Context: an optimization exercise on an open-source flow, tuned for small area. The choices shown serve that exercise and are no tape-out recipe. Where RTL was checked, it was by simulation tests only, not by an equivalence proof against the original. Only the layout flow was run in runs 1 and 2; the RTL was not checked for function there. Power is estimated from default activity; no workload was simulated.

==> flow/design.v <==
package xcr_pkg;
   localparam int unsigned ADDR_BITS     = 20;
   localparam int unsigned PAYLOAD_BYTES = 128;
   localparam int unsigned HEADER_BYTES  = 2;
   localparam logic [7:0]  CHECKSUM_POS  = 8'(HEADER_BYTES + PAYLOAD_BYTES);
   localparam logic [1:0] OP_START = 2'd0;
   localparam logic [1:0] OP_BYTE  = 2'd1;
   localparam logic [1:0] OP_TICK  = 2'd2;
   localparam logic [1:0] OP_WRITE = 2'd3;
   localparam logic [7:0] CH_SOH = 8'h01;
   localparam logic [7:0] CH_EOT = 8'h04;
   localparam logic [7:0] CH_ACK = 8'h06;
   localparam logic [7:0] CH_NAK = 8'h15;
   localparam logic [7:0] CH_CAN = 8'h18;
   localparam logic [1:0] ST_OK        = 2'd0;
   localparam logic [1:0] ST_TIMEOUT   = 2'd1;
   localparam logic [1:0] ST_COMMS     = 2'd2;
   localparam logic [1:0] ST_PROG_FAIL = 2'd3;
   localparam logic [1:0] REG_BASE_ADDRESS  = 2'd0;
   localparam logic [1:0] REG_RETRY_LIMIT   = 2'd1;
   localparam logic [1:0] REG_PREAMBLE_WAIT = 2'd2;
   localparam logic [1:0] REG_BYTE_WAIT     = 2'd3;
   localparam int unsigned QUEUE_DEPTH = 4;
   localparam int unsigned QPTR_BITS   = $clog2(QUEUE_DEPTH);
   localparam int unsigned QCNT_BITS   = $clog2(QUEUE_DEPTH + 1);
   typedef enum logic [4:0] {
      MODE_IDLE  = 5'b00001,
      MODE_WAIT  = 5'b00010,
      MODE_BLOCK = 5'b00100,
      MODE_WRITE = 5'b01000,
      MODE_DONE  = 5'b10000
   } mode_type;
   typedef struct packed {
      logic [7:0]  retry_limit;
      logic [15:0] preamble_wait_ticks;
      logic [15:0] byte_wait_ticks;
   } cfg_type;
   typedef struct packed {
      logic                 tx_valid;
      logic [7:0]           tx_byte;
      logic                 data_valid;
      logic [7:0]           data_byte;
      logic [6:0]           data_index;
      logic                 commit;
      logic [ADDR_BITS-1:0] commit_address;
      logic                 done_res;
      logic [1:0]           status;
      logic                 last;
   } rsp_type;
   localparam int unsigned RSP_BITS = 1 + 8 + 1 + 8 + 7 + 1 + ADDR_BITS + 1 + 2 + 1;
   typedef struct packed {
      rsp_type    res0;
      rsp_type    res1;
      logic [1:0] count;
   } step_out_type;
endpackage
import xcr_pkg::*;
module xmodem_checksum_receiver
#(
   parameter int unsigned FLASH_BLOCK_BYTES = 1024
) (
   input  logic        clock,
   input  logic        reset,
   input  logic        req_tvalid,
   output logic        req_tready,
   input  logic [15:0] req_tdata,
   input  logic [1:0]  req_tuser,
   output logic        rsp_tvalid,
   input  logic        rsp_tready,
   output logic [47:0] rsp_tdata,
   output logic [3:0]  rsp_tuser,
   output logic        rsp_tlast,
   input  logic        csr_psel,
   input  logic        csr_penable,
   input  logic        csr_pwrite,
   input  logic [3:0]  csr_paddr,
   input  logic [31:0] csr_pwdata,
   output logic [31:0] csr_prdata,
   output logic        csr_pready
);
   logic [19:0] base_address_ff;
   logic [7:0]  retry_limit_ff;
   logic [15:0] preamble_wait_ff;
   logic [15:0] byte_wait_ff;
   logic        align_busy_ff;
   logic        csr_write;
   logic [1:0]  reg_index;
   assign csr_pready = 1'b1;
   assign csr_write  = csr_psel && csr_penable && csr_pwrite;
   assign reg_index  = csr_paddr[3:2];
   always_ff @(posedge clock) begin
      if (reset) begin
         base_address_ff  <= '0;
         retry_limit_ff   <= 8'd10;
         preamble_wait_ff <= 16'd5000;
         byte_wait_ff     <= 16'd1000;
      end else if (csr_write) begin
         case (reg_index)
            2'd0: base_address_ff  <= csr_pwdata[19:0];
            2'd1: retry_limit_ff   <= csr_pwdata[7:0];
            2'd2: preamble_wait_ff <= csr_pwdata[15:0];
            2'd3: byte_wait_ff     <= csr_pwdata[15:0];
         endcase
      end
   end
   always_ff @(posedge clock) begin
      align_busy_ff <= !reset && csr_write && (reg_index == 2'd0);
   end
   always_comb begin
      case (reg_index)
         2'd0: csr_prdata = {12'd0, base_address_ff};
         2'd1: csr_prdata = {24'd0, retry_limit_ff};
         2'd2: csr_prdata = {16'd0, preamble_wait_ff};
         default: csr_prdata = {16'd0, byte_wait_ff};
      endcase
   end
   localparam logic [3:0] K_DATA   = 4'b0000;
   localparam logic [3:0] K_COMMIT = 4'b0001;
   localparam logic [3:0] K_NAK    = 4'b0100;   
   localparam logic [3:0] K_NAK_M  = 4'b0101;   
   localparam logic [3:0] K_ACK    = 4'b0110;   
   localparam logic [3:0] K_ACK_M  = 4'b0111;   
   localparam logic [3:0] K_OK     = 4'b1000;
   localparam logic [3:0] K_TO     = 4'b1001;
   localparam logic [3:0] K_COMMS  = 4'b1010;
   localparam logic [3:0] K_CANPF  = 4'b1011;
   localparam logic [1:0] M_IDLE  = 2'd0;    
   localparam logic [1:0] M_WAIT  = 2'd1;
   localparam logic [1:0] M_BLOCK = 2'd2;
   localparam logic [1:0] M_WRITE = 2'd3;
   logic [1:0]  mode_ff,   mode_in;
   logic [7:0]  pos_ff,    pos_in;      
   logic        hdr_ok_ff, hdr_ok_in;
   logic [7:0]  sum_ff,    sum_in;
   logic [15:0] tick_ff,   tick_in;     
   logic [7:0]  retries_ff, retries_in;
   logic        first_ff,  first_in;
   logic [7:0]  nb_ff,     nb_in;       
   logic [9:0]  wa_ff,     wa_in;       
   logic [4:0]  ca_ff;                  
   logic        fire;
   logic [7:0]  rx;
   logic        limit_zero;
   logic        expire;
   logic [2:0]  wa_lo;
   logic [1:0]  count;
   logic [3:0]  k0, k1;
   logic        push_commit;
   assign rx         = req_tdata[7:0];
   assign limit_zero = (retry_limit_ff == 8'd0);
   assign expire     = tick_ff >= ((mode_ff == M_WAIT) ? preamble_wait_ff : byte_wait_ff);
   assign wa_lo      = nb_ff[2:0] - 3'd1;
   always_comb begin
      mode_in    = mode_ff;
      pos_in     = pos_ff;
      hdr_ok_in  = hdr_ok_ff;
      sum_in     = sum_ff;
      tick_in    = tick_ff;
      retries_in = retries_ff;
      first_in   = first_ff;
      nb_in      = nb_ff;
      wa_in      = wa_ff;
      count      = 2'd0;
      k0         = K_DATA;
      k1         = K_TO;
      push_commit = 1'b0;
      if (fire) begin
         case (req_tuser)
            OP_START: begin
               wa_in      = base_address_ff[19:10];
               nb_in      = 8'd1;
               first_in   = 1'b1;
               tick_in    = 16'd1;
               retries_in = retry_limit_ff;
               count      = 2'd1;
               if (limit_zero) begin
                  mode_in = M_IDLE;
                  k0      = K_TO;
               end else begin
                  mode_in = M_WAIT;
                  k0      = K_NAK;
               end
            end
            OP_BYTE: begin
               if (mode_ff == M_WAIT) begin
                  first_in = 1'b0;
                  if (rx == CH_SOH) begin
                     mode_in = M_BLOCK;
                     pos_in  = 8'hFE;
                     sum_in  = 8'd0;
                     tick_in = 16'd1;
                  end else if (rx == CH_EOT) begin
                     mode_in = M_IDLE;
                     k0      = K_ACK_M;
                     k1      = K_OK;
                     count   = 2'd2;
                  end else begin
                     mode_in = M_IDLE;
                     k0      = K_COMMS;
                     count   = 2'd1;
                  end
               end else if (mode_ff == M_BLOCK) begin
                  tick_in = 16'd1;
                  if (pos_ff[7] && pos_ff[6]) begin
                     hdr_ok_in = (rx == (nb_ff ^ {8{pos_ff[0]}})) && (hdr_ok_ff || !pos_ff[0]);
                     pos_in    = pos_ff + 8'd1;
                  end else if (!pos_ff[7]) begin
                     k0     = K_DATA;
                     count  = 2'd1;
                     sum_in = sum_ff + rx;
                     pos_in = pos_ff + 8'd1;
                  end else if (hdr_ok_ff && (rx == sum_ff)) begin
                     k0          = K_COMMIT;
                     count       = 2'd1;
                     push_commit = 1'b1;
                     mode_in     = M_WRITE;
                  end else begin
                     retries_in = retry_limit_ff;
                     if (limit_zero) begin
                        mode_in = M_IDLE;
                        k0      = K_NAK_M;
                        k1      = K_TO;
                        count   = 2'd2;
                     end else begin
                        mode_in = M_WAIT;
                        k0      = K_NAK;
                        count   = 2'd1;
                     end
                  end
               end
            end
            OP_TICK: begin
               if (expire) begin
                  tick_in = 16'd1;
               end else begin
                  tick_in = tick_ff + 16'd1;
               end
               if (mode_ff == M_WAIT) begin
                  if (expire) begin
                     retries_in = retries_ff - 8'd1;
                     if (retries_ff == 8'd1) begin
                        mode_in = M_IDLE;
                        k0      = K_TO;
                        count   = 2'd1;
                     end else if (first_ff) begin
                        k0      = K_NAK;
                        count   = 2'd1;
                     end
                  end
               end else if (mode_ff == M_BLOCK) begin
                  if (expire) begin
                     retries_in = retry_limit_ff;
                     if (limit_zero) begin
                        mode_in = M_IDLE;
                        k0      = K_NAK_M;
                        k1      = K_TO;
                        count   = 2'd2;
                     end else begin
                        mode_in = M_WAIT;
                        k0      = K_NAK;
                        count   = 2'd1;
                     end
                  end
               end
            end
            OP_WRITE: begin
               if (mode_ff == M_WRITE) begin
                  if (req_tdata[8]) begin
                     nb_in      = nb_ff + 8'd1;
                     wa_in      = wa_ff + {9'd0, (wa_lo == 3'd7)};
                     retries_in = retry_limit_ff;
                     tick_in    = 16'd1;
                     if (limit_zero) begin
                        mode_in = M_IDLE;
                        k0      = K_ACK_M;
                        k1      = K_TO;
                        count   = 2'd2;
                     end else begin
                        mode_in = M_WAIT;
                        k0      = K_ACK;
                        count   = 2'd1;
                     end
                  end else begin
                     mode_in = M_IDLE;
                     k0      = K_NAK_M;
                     k1      = K_CANPF;
                     count   = 2'd2;
                  end
               end
            end
         endcase
      end
   end
   always_ff @(posedge clock) begin
      if (reset) begin
         mode_ff <= M_IDLE;
      end else begin
         mode_ff <= mode_in;
      end
      pos_ff     <= pos_in;
      hdr_ok_ff  <= hdr_ok_in;
      sum_ff     <= sum_in;
      tick_ff    <= tick_in;
      retries_ff <= retries_in;
      first_ff   <= first_in;
      nb_ff      <= nb_in;
      wa_ff      <= wa_in;
      if (push_commit) begin
         ca_ff <= wa_ff[9:5];
      end
   end
   logic [3:0] ev_ff  [3];
   logic [7:0] pay_ff [3];
   logic [1:0] rd_ff, wr, rd_nx;
   logic [1:0] ne_ff;
   logic       half_ff;
   logic [2:0] cnt_ff;
   logic [6:0] idx_ff;
   logic [7:0] pay_in;
   logic [3:0] ev_in;
   logic       pop, pop_ev, pair;
   logic [3:0] he, hk;
   logic [7:0] hp;
   always_comb begin
      ev_in = k0;
      if (count == 2'd2) begin
         ev_in = {2'b11, k0[1], k0[1] ? k1[0] : k1[1]};
      end
   end
   assign rsp_tvalid = (cnt_ff != 3'd0);
   assign req_tready = !cnt_ff[2] && !(cnt_ff[1] && cnt_ff[0]) && !align_busy_ff;
   assign fire       = req_tvalid && req_tready;
   assign pop        = rsp_tvalid && rsp_tready;
   assign pay_in     = push_commit ? {wa_ff[4:0], wa_lo} : rx;
   always_comb begin
      case ({rd_ff, ne_ff})
         4'b00_00, 4'b01_10, 4'b10_01: wr = 2'd0;
         4'b00_01, 4'b01_00, 4'b10_10: wr = 2'd1;
         default:                      wr = 2'd2;
      endcase
      case (rd_ff)
         2'd0:    rd_nx = 2'd1;
         2'd1:    rd_nx = 2'd2;
         default: rd_nx = 2'd0;
      endcase
   end
   always_ff @(posedge clock) begin
      for (int i = 0; i < 3; i++) begin
         if (count != 2'd0 && wr == 2'(i)) begin
            ev_ff[i]  <= ev_in;
            pay_ff[i] <= pay_in;
         end
      end
   end
   assign he     = ev_ff[rd_ff];
   assign hp     = pay_ff[rd_ff];
   assign pair   = he[3] && he[2];
   assign pop_ev = pop && !(pair && !half_ff);
   always_comb begin
      hk = he;
      if (pair) begin
         if (!half_ff) hk = {2'b01, he[1], 1'b1};
         else if (he[1]) hk = {3'b100, he[0]};
         else hk = {2'b10, he[0], 1'b1};
      end
   end
   always_ff @(posedge clock) begin
      if (reset) begin
         cnt_ff  <= 3'd0;
         ne_ff   <= 2'd0;
         half_ff <= 1'b0;
         rd_ff   <= 2'd0;
      end else begin
         cnt_ff  <= cnt_ff + {1'b0, count} - {2'd0, pop};
         ne_ff   <= ne_ff + {1'b0, count != 2'd0} - {1'b0, pop_ev};
         if (pop) half_ff <= !pop_ev;
         if (pop_ev) rd_ff <= rd_nx;
      end
      if (pop) begin
         idx_ff <= (hk == K_DATA) ? idx_ff + 7'd1 : 7'd0;
      end
   end
   logic is_data, is_commit, is_tx, is_nak, is_ack, is_can, is_done;
   assign is_data   = !hk[3] && !hk[2] && !hk[0];
   assign is_commit = !hk[3] && !hk[2] &&  hk[0];
   assign is_done   = hk[3];
   assign is_nak    = !hk[3] &&  hk[2] && !hk[1];
   assign is_ack    = !hk[3] &&  hk[2] &&  hk[1];
   assign is_can    = hk[3] && hk[1] && hk[0];
   assign is_tx     = is_nak || is_ack || is_can;
   assign rsp_tdata = {3'd0,
                       hk[3] & hk[1], hk[3] & hk[0],                  
                       is_commit ? {ca_ff, hp} : 13'd0, 7'd0,         
                       is_data ? idx_ff : 7'd0,                       
                       is_data ? hp : 8'd0,                           
                       3'd0, is_nak | is_can, is_can, is_nak | is_ack, is_ack, is_nak};
   assign rsp_tuser = {is_done, is_commit, is_data, is_tx};
   assign rsp_tlast = !(!hk[3] && hk[2] && hk[0]);
endmodule
==> flow/run.sh <==
#!/bin/bash
# synth_recipe.tcl (not shown) runs the flow's synth.tcl, then flattens the netlist and writes it again
# the make line also repeats each setting of config.mk as NAME=value (left out here)
make -C /OpenROAD-flow-scripts/flow DESIGN_CONFIG=/design/flow/config.mk WORK_HOME=/design/flow/orfs CLKGATE_MAP_FILE= SYNTH_SCRIPT=/design/flow/synth_recipe.tcl finish
==> flow/config.mk <==
export PLATFORM = sky130hd
export DESIGN_NAME = xmodem_checksum_receiver
export DESIGN_NICKNAME = xmodem_checksum_receiver
export VERILOG_FILES = /design/flow/design.v
export SDC_FILE = /design/flow/constraint.sdc
export NUM_CORES = 4
export LEC_CHECK = 0
export CAP_MARGIN = 20
export CORE_MARGIN = 2
export CORE_UTILIZATION = 40
export CTS_BUF_LIST = sky130_fd_sc_hd__clkbuf_8
export CTS_CLUSTER_DIAMETER = 100
export CTS_CLUSTER_SIZE = 30
export SLEW_MARGIN = 20
==> flow/constraint.sdc <==
create_clock -name core_clock -period 7.0 [get_ports {clock}]
set_input_delay 1.4000 -clock core_clock [delete_from_list [all_inputs] [get_ports {clock}]]
set_output_delay 1.4000 -clock core_clock [all_outputs]
set_load 0.01 [all_outputs]
==> results of run 1 <==
==> cells in the mapped netlist (3+ instances only) <==
cell	number
nand2_1	169
edfxtp_1	108
nor2_1	93
a21oi_1	81
dfxtp_1	71
ha_1	50
inv_1	37
clkbuf_1	36
nand3_1	35
buf_4	33
xor2_1	32
o21ai_0	31
xnor2_1	29
mux2i_1	25
and3_1	24
and2_1	23
mux2_2	18
nor2b_1	15
nor3_1	14
a22oi_1	12
nand3b_1	11
a22o_1	9
a21o_1	8
buf_1	8
mux4_2	8
buf_2	7
nand4_1	7
nor4_1	7
o21bai_1	7
a211o_1	3
a211oi_1	3
a31oi_1	3
o21a_1	3
or3_1	3
==> metal layers <==
| layer | GRT usage, % | part of all wire (%) | vias up | wire [um] |
|---|---|---|---|---|
| li1 | - | - | 3809 | - |
| met1 | 23.25 | 48 | 3519 | 10840 |
| met2 | 27.83 | 47 | 185 | 10600 |
| met3 | 3.174 | 4.7 | 11 | 1068 |
| met4 | 4.266 | 0.75 | 0 | 170 |
| met5 | 0 | 0 | - | 0 |
==> cells by family after synthesis <==
family | synth area share, %
xor gates and xnor gates | 5.253
muxes | 6.225
adders and majority gates | 6.544
AOI/OAI and AO/OA | 11.13
other | 0.07384
and+or+nand+nor | 19.10
buffers and inverters | 5.806
DFF | 45.86
==> state kept, by name (all words and copies together), names as in the netlist, 3 cells and up <==
signal and count:
base_address_ff 20, byte_wait_ff 16, ca_ff 5, cnt_ff 3, ev_ff 12, idx_ff 7, nb_ff 8, pay_ff 24
pos_ff 8, preamble_wait_ff 16, retries_ff 8, retry_limit_ff 8, sum_ff 8, tick_ff 16, wa_ff 10
==> cell type report <==
cell class / instances / area share (%)
inverters: 38 / 1.218
flip-flops and latches: 179 / 39.82
clock buffers: 17 / 1.997
repair buffers: 112 / 9.293
multi-input cells: 787 / 42.80
clock inverters: 15 / 1.346
well taps: 330 / 3.525
==> stage by stage <==
stage	utilization [%]	setup WS [ps]	std cells	hold WS [ps]	cell area [sq um]
after floorplan	-	2739	1088	433.4	10260
after global placement	45.09	1839	1446	439.8	11320
after detailed placement	45.09	1850	1446	446.9	11320
after CTS	46.65	1836	1478	461.9	11710
after global routing	46.65	1662	1478	483.6	11710
final	46.65	1848	1478	462.1	11710
==> power by group through the flow <==
stage | Clock [mW] | Combinational, mW | Sequential, mW
2_1_floorplan | 0 | 0.575 | 1.28
3_3_place_gp | 0 | 0.840 | 1.30
3_5_place_dp | 0 | 0.851 | 1.31
4_1_cts | 0.732 | 0.854 | 1.28
5_1_grt | 0.771 | 0.943 | 1.29
6_report | 0.708 | 0.844 | 1.28
==> critical path, stage by stage <==
cell and delay [ps]:
clkdlybuf4s50_1 1220, mux4_2 620, clkdlybuf4s50_1 500
==> path summary, 6_finish.rpt <==
path / endpoint / depth (start not counted)
worst max register to register: cnt_ff[2] / 15
worst min-delay path: base_address_ff[3] / 2
worst max-delay path: csr_prdata[7] / 3
worst min register to register: base_address_ff[3] / 2
==> flow_summary.yaml, run 1 <==
cts:
  clock_sinks: 179
  clockBufferDepth: 2
  clk_latency_ps: 470
  cts.clk_slew.worst_paths_ps: 110
  root_buffer: "clkbuf_8"
  cts_buffers: 17
  postCtsSetupRepairBufs: 0
  holdBufCountCts: 0
  htree_levels: 4
  cts_resized: 0
  tritoncts: "done"
drt:
  via_per_inst: 5.091
  drt_iter0_drc: 489
  wl_um: 22680
  firstDrtPassIters: 5
  route.detailed.wl_per_inst_um: 15.34
  ant_nets: 0
  num_vias: 7524
  drc: 0
floorplan:
  start_util_pct: 40.51
  fp-row-count: 58
  dieHeight_um: 163.5
  pin_count: 149
  core_sq_um: 25110
  fp.dieW_um: 163.5
  die_area_sq_um: 26720
power_and_ir_drop:
  power_mw: 2.834
  p_comb_share_pct: 29.8
  p_int_mw: 1.879
  leakagePower_nw: 4.314
  cellPowerDensity_nw_per_um2: 241.9
  p_switching_uw: 955.2
  p_clk_share_pct: 25.0
  swShare_pct: 33.71
  ir_worst_vdd_mv: 0.1809
  power_frac_seq_pct: 45.2
run_status:
  status: "finished clean"
synthesis:
  synth_edf_count: 108
  synth_warnings: 3
  synth_ff_type: "edfxtp_1"
  synth-seq-cells: 179
  syn_area_per_cell_sq_um: 9.559
  ys_seq_area_share_pct: 45.86
  synthCells: 1064
  synth_top_area_cell: "edfxtp_1"
  netlist_area_sq_um: 10170
  synth_area_leaders: "edfxtp_1 32%, dfxtp_1 14%, nand2_1 6.2%, ha_1 6.2%, a21oi_1 4.0%"
  ys_types: 67
  async_flop_share_pct: 0
  synth_top_area_share_pct: 31.89
global_route:
  track_usage_pct: 16.99
  grt_pass1_vias: 7071
  grt_max_degree: 73
  antenna_found_initial: 0
  gr-total-overflow: 0
  grt_pass1_wl_um: 36030
timing:
  skew_ps: 21.30
  finalSetupViolations: 0
  fin_setup_tns_ps: 0
  rsz0062_at_grt: "false"
  relSlewSlack_pct: 24.49
  fmax_mhz: 194.1
  min_period_over_period_pct: 73.59
  worstMarginPinSlew_ps: 1129
  slew_viol_final: 0
  hold_viol: 0
  layout_min_cycle_time_ps: 5152
worst_setup_path:
  critPathRequiredTime_ps: 5600
  path_class: "primary input to output port"
  start_kind: "primary input"
  end_kind: "output port"
  crit_fanout: 23
  r2r-start: "mode_ff[1]"
  r2r_slack_ps: 2390
  setup.worst_path.start: "csr_paddr[2]"
  crit_arrival_ps: 3750
flow_run:
  maxCapViolations: 0
layout:
  fill_cells: 2412
  multi_input_area_sq_um: 5014
  final_cell_mix: "169 x nand2_1, 108 x edfxtp_1, 100 x clkdlybuf4s50_1"
  n_antenna_cell: 0
  synthToLayoutAreaGrowth_pct: 15.17
  nNetsFinal: 1248
  final_common_cell: "nand2_1"
  regArea_sq_um: 4664
  drive_gt1_share_pct: 7.753
place:
  dp_hpwl_um: 16020
  place_congestion: 0.8202
  port_buffers: 101
hold_path:
  holdCritStartpoint: "base_address_ff[3]"
  min_path_type: "flop to flop"
==> run 2, diff against run 1 <==
--- a/flow/config.mk
+++ b/flow/config.mk
@@ -8,7 +8,7 @@
 export CAP_MARGIN = 20
 export CORE_MARGIN = 2
 export CORE_UTILIZATION = 40
-export CTS_BUF_LIST = sky130_fd_sc_hd__clkbuf_8
-export CTS_CLUSTER_DIAMETER = 100
-export CTS_CLUSTER_SIZE = 30
+export CTS_BUF_LIST = sky130_fd_sc_hd__clkbuf_16 sky130_fd_sc_hd__clkbuf_8
+export CTS_CLUSTER_DIAMETER = 200
+export CTS_CLUSTER_SIZE = 60
 export SLEW_MARGIN = 20
==> run 2 against run 1 <==
Highest routed layer unchanged. Synthesized cell count did not move. Still clean. Worst setup slack worse by 8.7 ps. Clock skew is 7.7 ps lower.
==> flow_summary.yaml, run 2 <==
cts:
  cts_buffers: 17
  htree_levels: 4
  holdBufCountCts: 0
  clockBufferDepth: 2
  clock_sinks: 179
  postCtsSetupRepairBufs: 0
  tritoncts: "done"
  clk_latency_ps: 440
  cts_resized: 0
  cts.clk_slew.worst_paths_ps: 80
  root_buffer: "clkbuf_16"
timing:
  layout_min_cycle_time_ps: 5160
  fmax_mhz: 193.8
  worstMarginPinSlew_ps: 1133
  setup_ws_ps: 1840
  min_period_over_period_pct: 73.72
  relSlewSlack_pct: 24.22
  whs_ps: 455.9
  finalSetupViolations: 0
  skew_ps: 13.64
  fin_setup_tns_ps: 0
  slew_viol_final: 0
  rsz0062_at_grt: "false"
  hold_viol: 0
floorplan:
  fp.dieW_um: 163.5
  pin_count: 149
  die_area_sq_um: 26720
  fp-row-count: 58
  dieHeight_um: 163.5
  core_sq_um: 25110
  start_util_pct: 40.51
global_route:
  grt_max_degree: 73
  gr-total-overflow: 0
  grt_pass1_vias: 7083
  track_usage_pct: 17.01
  antenna_found_initial: 0
  grt.busiest_layer: "met2"
  met2_usage_pct: 27.96
  met3_usage_pct: 3.174
  grt_use_met1_pct: 23.09
  grt_pass1_wl_um: 36020
drt:
  route.detailed.wl_per_inst_um: 15.35
  wl_um: 22690
  firstDrtPassIters: 5
  drc: 0
  drt_iter0_drc: 492
  num_vias: 7516
  ant_nets: 0
  via_per_inst: 5.085
flow_run:
  maxCapViolations: 0
worst_setup_path:
  reg2reg_depth: 15
  cp-endpoint: "csr_prdata[7]"
  critPathRequiredTime_ps: 5600
  crit_arrival_ps: 3760
  path_class: "primary input to output port"
  r2r_slack_ps: 2410
  setup.worst_path.start: "csr_paddr[2]"
  crit_fanout: 23
  start_kind: "primary input"
  r2r_end: "cnt_ff[2]"
  r2r-start: "mode_ff[1]"
  end_kind: "output port"
synthesis:
  synth_area_leaders: "edfxtp_1 32%, dfxtp_1 14%, nand2_1 6.2%, ha_1 6.2%, a21oi_1 4.0%"
  ys_types: 67
  synth-seq-cells: 179
  synth_warnings: 3
  synth_edf_count: 108
  synth_top_area_cell: "edfxtp_1"
  synth_ff_type: "edfxtp_1"
  synthCells: 1064
  ys_top_cells_by_count: "169 x nand2_1, 108 x edfxtp_1, 93 x nor2_1, 81 x a21oi_1, 71 x dfxtp_1"
  netlist_area_sq_um: 10170
  ys_seq_area_share_pct: 45.86
  synth_top_area_share_pct: 31.89
  yosysMostFrequentCell: "nand2_1"
  async_flop_share_pct: 0
  syn_area_per_cell_sq_um: 9.559
layout:
  synthToLayoutAreaGrowth_pct: 17.05
  final_common_cell: "nand2_1"
  n_antenna_cell: 0
  final_cell_mix: "169 x nand2_1, 108 x edfxtp_1, 100 x clkdlybuf4s50_1"
  drive_gt1_share_pct: 7.753
  regMostFlops: "pay_ff"
  nNetsFinal: 1248
  biggestRegsByFlops: "pay_ff x24, base_address_ff x20"
  largest_reg_flops: 24
power_and_ir_drop:
  cellPowerDensity_nw_per_um2: 258.3
  ir_worst_vdd_mv: 0.1815
  leakagePower_nw: 4.401
hold_path:
  min_path_type: "flop to flop"
run_status:
  status: "finished clean"
place:
  place_congestion: 0.8202
  dp_hpwl_um: 16020
  pre_cts_ws_ps: 1850
  port_buffers: 101
run 2: cell count changes in the layout (fill, tap and decap cells not counted):
cell / change
clkbuf_16: +17
clkbuf_8: -17
run 2: cell type report:
type | count | area [sq um]
clock inverters | 15 | 157.7
multi-input cells | 787 | 5014
fillers | 2381 | 13200
repair buffers | 112 | 1089
flip-flops and latches | 179 | 4664
well taps | 330 | 412.9
inverters | 38 | 142.6
clock buffers | 17 | 425.4
run 2: per-stage QoR:
| stage | total power, mW | instances | utilization (%) | area (sq um) |
|---|---|---|---|---|
| after floorplan | 1.857 | 1088 | - | 10260 |
| after global placement | 2.144 | 1446 | 45.09 | 11320 |
| after detailed placement | 2.156 | 1446 | 45.09 | 11320 |
| after CTS | 3.109 | 1478 | 47.41 | 11910 |
| after global routing | 3.243 | 1478 | 47.41 | 11910 |
| final | 3.075 | 1478 | 47.41 | 11910 |
run 2: power breakdown:
group	internal, mW	total (mW)	switching, mW
clock network	0.483	0.948	0.466
registers	1.22	1.28	0.0667
logic	0.390	0.844	0.454
run 2: worst min path at each step:
stage | cells after the start | from | endpoint
6_report | 2 | base_address_ff[3] | base_address_ff[3]
5_1_grt | 2 | base_address_ff[7] | base_address_ff[7]
4_1_cts | 2 | base_address_ff[6] | base_address_ff[6]
3_5_place_dp | 2 | base_address_ff[6] | base_address_ff[6]
3_3_place_gp | 2 | base_address_ff[6] | base_address_ff[6]
2_1_floorplan | 2 | base_address_ff[0] | base_address_ff[0]
run 2: critical path: stages:
cell and delay [ps]:
clkdlybuf4s50_1 1220, mux4_2 630, clkdlybuf4s50_1 510
run 2: cells by family after synthesis:
group           count (synthesis)  share of synthesized area, %
compound gates                181                         11.13
fa+ha+maj                      52                         6.544
simple gates                  416                         19.10
buf+inv                       122                         5.806
mux                            51                         6.225
xor+xnor                       61                         5.253
other cells                     2                       0.07384
flops                         179                         45.86
run 2: routing by layer:
metal	share of wire [%]	vias up
met5	0	-
li1	-	3806
met2	46	201
met1	47	3494
met4	0.88	0
met3	5.5	15
==> run 3, diff against run 2 <==
--- a/flow/design.v
+++ b/flow/design.v
@@ -309,77 +309,46 @@
          ca_ff <= wa_ff[9:5];
       end
    end
-   logic [3:0] ev_ff  [3];
-   logic [7:0] pay_ff [3];
-   logic [1:0] rd_ff, wr, rd_nx;
-   logic [1:0] ne_ff;
-   logic       half_ff;
+   logic [3:0] kind_ff [4];
+   logic [7:0] pay_ff  [4];
+   logic [1:0] rd_ff;
    logic [2:0] cnt_ff;
    logic [6:0] idx_ff;
+   logic [1:0] wr0, wr1;
    logic [7:0] pay_in;
-   logic [3:0] ev_in;
-   logic       pop, pop_ev, pair;
-   logic [3:0] he, hk;
+   logic       pop;
+   logic [3:0] hk;
    logic [7:0] hp;
-   always_comb begin
-      ev_in = k0;
-      if (count == 2'd2) begin
-         ev_in = {2'b11, k0[1], k0[1] ? k1[0] : k1[1]};
-      end
-   end
    assign rsp_tvalid = (cnt_ff != 3'd0);
    assign req_tready = !cnt_ff[2] && !(cnt_ff[1] && cnt_ff[0]) && !align_busy_ff;
    assign fire       = req_tvalid && req_tready;
    assign pop        = rsp_tvalid && rsp_tready;
+   assign wr0        = rd_ff + cnt_ff[1:0];
+   assign wr1        = wr0 + 2'd1;
    assign pay_in     = push_commit ? {wa_ff[4:0], wa_lo} : rx;
-   always_comb begin
-      case ({rd_ff, ne_ff})
-         4'b00_00, 4'b01_10, 4'b10_01: wr = 2'd0;
-         4'b00_01, 4'b01_00, 4'b10_10: wr = 2'd1;
-         default:                      wr = 2'd2;
-      endcase
-      case (rd_ff)
-         2'd0:    rd_nx = 2'd1;
-         2'd1:    rd_nx = 2'd2;
-         default: rd_nx = 2'd0;
-      endcase
-   end
    always_ff @(posedge clock) begin
-      for (int i = 0; i < 3; i++) begin
-         if (count != 2'd0 && wr == 2'(i)) begin
-            ev_ff[i]  <= ev_in;
-            pay_ff[i] <= pay_in;
+      for (int i = 0; i < 4; i++) begin
+         if (count != 2'd0 && wr0 == 2'(i)) begin
+            kind_ff[i] <= k0;
+            pay_ff[i]  <= pay_in;
+         end else if (count[1] && wr1 == 2'(i)) begin
+            kind_ff[i] <= k1;
          end
       end
    end
-   assign he     = ev_ff[rd_ff];
-   assign hp     = pay_ff[rd_ff];
-   assign pair   = he[3] && he[2];
-   assign pop_ev = pop && !(pair && !half_ff);
-   always_comb begin
-      hk = he;
-      if (pair) begin
-         if (!half_ff) hk = {2'b01, he[1], 1'b1};
-         else if (he[1]) hk = {3'b100, he[0]};
-         else hk = {2'b10, he[0], 1'b1};
-      end
-   end
    always_ff @(posedge clock) begin
       if (reset) begin
-         cnt_ff  <= 3'd0;
-         ne_ff   <= 2'd0;
-         half_ff <= 1'b0;
-         rd_ff   <= 2'd0;
+         cnt_ff <= 3'd0;
       end else begin
-         cnt_ff  <= cnt_ff + {1'b0, count} - {2'd0, pop};
-         ne_ff   <= ne_ff + {1'b0, count != 2'd0} - {1'b0, pop_ev};
-         if (pop) half_ff <= !pop_ev;
-         if (pop_ev) rd_ff <= rd_nx;
+         cnt_ff <= cnt_ff + {1'b0, count} - {2'd0, pop};
       end
+      rd_ff <= rd_ff + {1'b0, pop};
       if (pop) begin
          idx_ff <= (hk == K_DATA) ? idx_ff + 7'd1 : 7'd0;
       end
    end
+   assign hk = kind_ff[rd_ff];
+   assign hp = pay_ff[rd_ff];
    logic is_data, is_commit, is_tx, is_nak, is_ack, is_can, is_done;
    assign is_data   = !hk[3] && !hk[2] && !hk[0];
    assign is_commit = !hk[3] && !hk[2] &&  hk[0];
--- a/flow/config.mk
+++ b/flow/config.mk
@@ -8,7 +8,4 @@
 export CAP_MARGIN = 20
 export CORE_MARGIN = 2
 export CORE_UTILIZATION = 40
-export CTS_BUF_LIST = sky130_fd_sc_hd__clkbuf_16 sky130_fd_sc_hd__clkbuf_8
-export CTS_CLUSTER_DIAMETER = 200
-export CTS_CLUSTER_SIZE = 60
 export SLEW_MARGIN = 20
==> run 3 against run 2 <==
Still clean. Fmax rose by 1.9%. Final area rose by 2.8%. Via count rose by 2.4%. Clock skew rose by 4.3 ps. Synthesized cell count fell by 2.3%. Non-clock buffer count did not move. Cell count fell by 0.88%. Largest power group unchanged.
==> flow_summary.yaml, run 3 <==
synthesis:
  async_flop_share_pct: 0
  ys_types: 56
  synth_ff_type: "edfxtp_1"
  ys_seq_area_share_pct: 47.48
  synth_area_leaders: "edfxtp_1 34%, dfxtp_1 13%, nand2_1 5.8%, ha_1 5.6%, mux4_2 4.3%"
  ys_top_cells_by_count: "161 x nand2_1, 120 x edfxtp_1, 77 x a21oi_1, 77 x nor2_1, 68 x dfxtp_1"
  synth_edf_count: 120
  synth-seq-cells: 188
  synth_top_area_cell: "edfxtp_1"
  synthCells: 1039
  synth_warnings: 3
  syn_area_per_cell_sq_um: 10.06
  yosysMostFrequentCell: "nand2_1"
  netlist_area_sq_um: 10460
  synth_top_area_share_pct: 34.46
power_and_ir_drop:
  p_comb_share_pct: 26.5
  p_switching_mw: 1.011
  p_int_mw: 2.164
  leakagePower_nw: 4.447
  swShare_pct: 31.84
  ir_worst_vdd_mv: 0.2030
  cellPowerDensity_nw_per_um2: 259.4
  p_clk_share_pct: 30.1
  power_frac_seq_pct: 43.4
worst_setup_path:
  critPathRequiredTime_ps: 7310
  crit_arrival_ps: 5370
  end_kind: "flop"
  crit_fanout: 9
  start_kind: "primary input"
  cp_cell_sequence: "clkdlybuf4s50_1, ha_1, nor4b_1, nand3_1, nand4_1, a311oi_1, a31oi_1, ha_1, fa_1, xnor2_1, xnor2_1, nor2_1"
  path_class: "primary input to flop"
  slowest_delay_ps: 770
  crit_family: "adder cells"
  critPathBufInv: 1
  slowest_stage: "a31oi_1"
layout:
  n_antenna_cell: 0
  final_common_cell: "nand2_1"
  synthToLayoutAreaGrowth_pct: 17.04
  final_cell_count_no_fill: 1465
  regMostFlops: "pay_ff"
  largest_reg_flops: 32
  final_cell_mix: "161 x nand2_1, 120 x edfxtp_1, 100 x clkdlybuf4s50_1"
  biggestRegsByFlops: "pay_ff x32, base_address_ff x20"
  fill_cells: 2428
  drive_gt1_share_pct: 7.699
  nNetsFinal: 1227
floorplan:
  pin_count: 149
  core_sq_um: 25840
  die_area_sq_um: 27450
  dieHeight_um: 165.7
  fp-row-count: 59
  start_util_pct: 40.47
  fp.dieW_um: 165.7
drt:
  wl_um: 24540
  drt_iter0_drc: 474
  drc: 0
  firstDrtPassIters: 5
  via_per_inst: 5.254
  num_vias: 7697
  ant_nets: 0
  route.detailed.wl_per_inst_um: 16.75
cts:
  postCtsSetupRepairBufs: 0
  clk_latency_ps: 450
  cts_resized: 0
  holdBufCountCts: 0
  cts.clk_slew.worst_paths_ps: 70
  clockBufferDepth: 2
  clock_sinks: 188
  root_buffer: "clkbuf_16"
  cts_buffers: 17
  htree_levels: 4
  tritoncts: "done"
global_route:
  grt_pass1_wl_um: 39520
  track_usage_pct: 17.90
  gr-total-overflow: 0
  antenna_found_initial: 0
  grt_max_degree: 54
  grt_pass1_vias: 7415
timing:
  relSlewSlack_pct: 28.90
  min_period_over_period_pct: 72.37
  fmax_mhz: 197.4
  rsz0062_at_grt: "false"
  hold_viol: 0
  fin_setup_tns_ps: 0
  slew_viol_final: 0
  layout_min_cycle_time_ps: 5066
  finalSetupViolations: 0
  worstMarginPinSlew_ps: 1063
  skew_ps: 17.90
place:
  placed_cells: 1433
  dp_hpwl_um: 17340
  port_buffers: 101
  place_congestion: 0.8435
flow_run:
  maxCapViolations: 0
hold_path:
  min_path_type: "flop to flop"
run_status:
  status: "finished clean"
## run 3: cell types whose count changed in the layout (fill, tap and decap cells not counted), moves of 6 or more
cell      delta
nand3b_1    -10
a22oi_1     -12
mux4_2      +12
edfxtp_1    +12
mux2i_1      +6
o21ai_0      -6
nand3_1     +11
and3_1      +12
mux2_2       -7
nor2_1      -17
nand2_1      -8
and2_1      +12
## run 3: routing by layer
layer / track usage, % / up-vias / share of wire [%]
li1: - / 3763 / -
met5: 0 / - / 0
met3: 3.178 / 16 / 5.2
met1: 24.53 / 3697 / 47
met4: 4.726 / 0 / 1.1
met2: 29.39 / 221 / 47
## run 3: through the flow
stage / power [mW] / instance area (sq um) / hold slack, ps / setup WS [ps] / util (%)
final: 3.175 / 12240 / 459.2 / 1934 / 47.37
after global routing: 3.334 / 12240 / 485.8 / 1694 / 47.37
after CTS: 3.207 / 12240 / 459.9 / 1792 / 47.36
after detailed placement: 2.252 / 11660 / 452.7 / 1503 / 45.13
after global placement: 2.241 / 11660 / 442.8 / 1565 / 45.13
after floorplan: 1.956 / 10550 / 433.4 / 2043 / -
## run 3: cells by family (layout without fill, tap and decap cells)
logic type | count (synthesis) | count (layout) | synth area share, %
compound gates | 151 | 151 | 9.142
buf+inv | 112 | 179 | 5.205
mux | 62 | 62 | 8.460
other cells | 2 | 26 | 0.07182
simple gates | 413 | 413 | 18.44
xor+xnor | 62 | 62 | 5.193
fa+ha+maj | 49 | 49 | 6.007
flops | 188 | 188 | 47.48
## run 3: layout make-up
class                           count  area (sq um)  share of cell area (%)
Sequential cell                   188          4965                   40.57
Inverter                           35         131.4                   1.074
Clock buffer                       18         429.2                   3.507
Multi-Input combinational cell    763          5059                   41.34
Clock inverter                     14         146.4                   1.196
Timing Repair Buffer              112          1089                   8.895
Tap cell                          335         419.2                   3.425
## run 3: tightest hold or removal path, stage by stage, from the launching register on
cell and delay (ps):
dfxtp_1 310, nand2_1 50, a21oi_1 50
## run 3: power by group through the flow
stage | combinational, mW | sequential, mW | clock (mW)
floorplan | 0.608 | 1.35 | 0
global placement | 0.837 | 1.40 | 0
detailed placement | 0.845 | 1.41 | 0
CTS | 0.849 | 1.38 | 0.976
global route | 0.921 | 1.39 | 1.02
finish | 0.841 | 1.38 | 0.956
## run 3: worst paths after layout
check	cells past startpoint	slack [ps]	from	end
setup / recovery	12	1930	req_tdata[5]	cnt_ff[2]
setup reg to reg	15	2090	mode_ff[1]	cnt_ff[2]
hold reg to reg	2	460	base_address_ff[0]	base_address_ff[0]
hold / removal	2	460	base_address_ff[0]	base_address_ff[0]

## static timing again, ports no longer ideal
In the flow no input, the clock included, has a driving cell. The finished layouts below were timed again as built, in two steps.
Step 1 sets driving cells, clkbuf_16 on the clock port and buf_2 on the other inputs (assumed; they add their load-dependent delay and slew).
Step 2 adds t to the input delays and takes it off the output delays; t is the mean of the earliest and latest rising clock arrival at the registers after step 1. Input paths then give back, and output paths get back, about the clock's delay inside the block.
Slacks: ideal / step 1 / step 2; pairs: ideal / step 1.
| run | t (ns) | setup WS [ns] | worst slew at a driven data input, ns |
|---|---|---|---|
| run 1 | 0.498 | 1.848 / 1.822 / 1.822 | 0.04 |
| run 2 | 0.473 | 1.840 / 1.814 / 1.814 | 0.04 |
| run 3 | 0.489 | 1.934 / 1.947 / 1.474 | 0.05 |
After both steps every run listed still meets setup and hold. For run 3, which loses most, drivers alone change the setup slack by +0.013 ns; drivers and shift together by -0.460 ns.
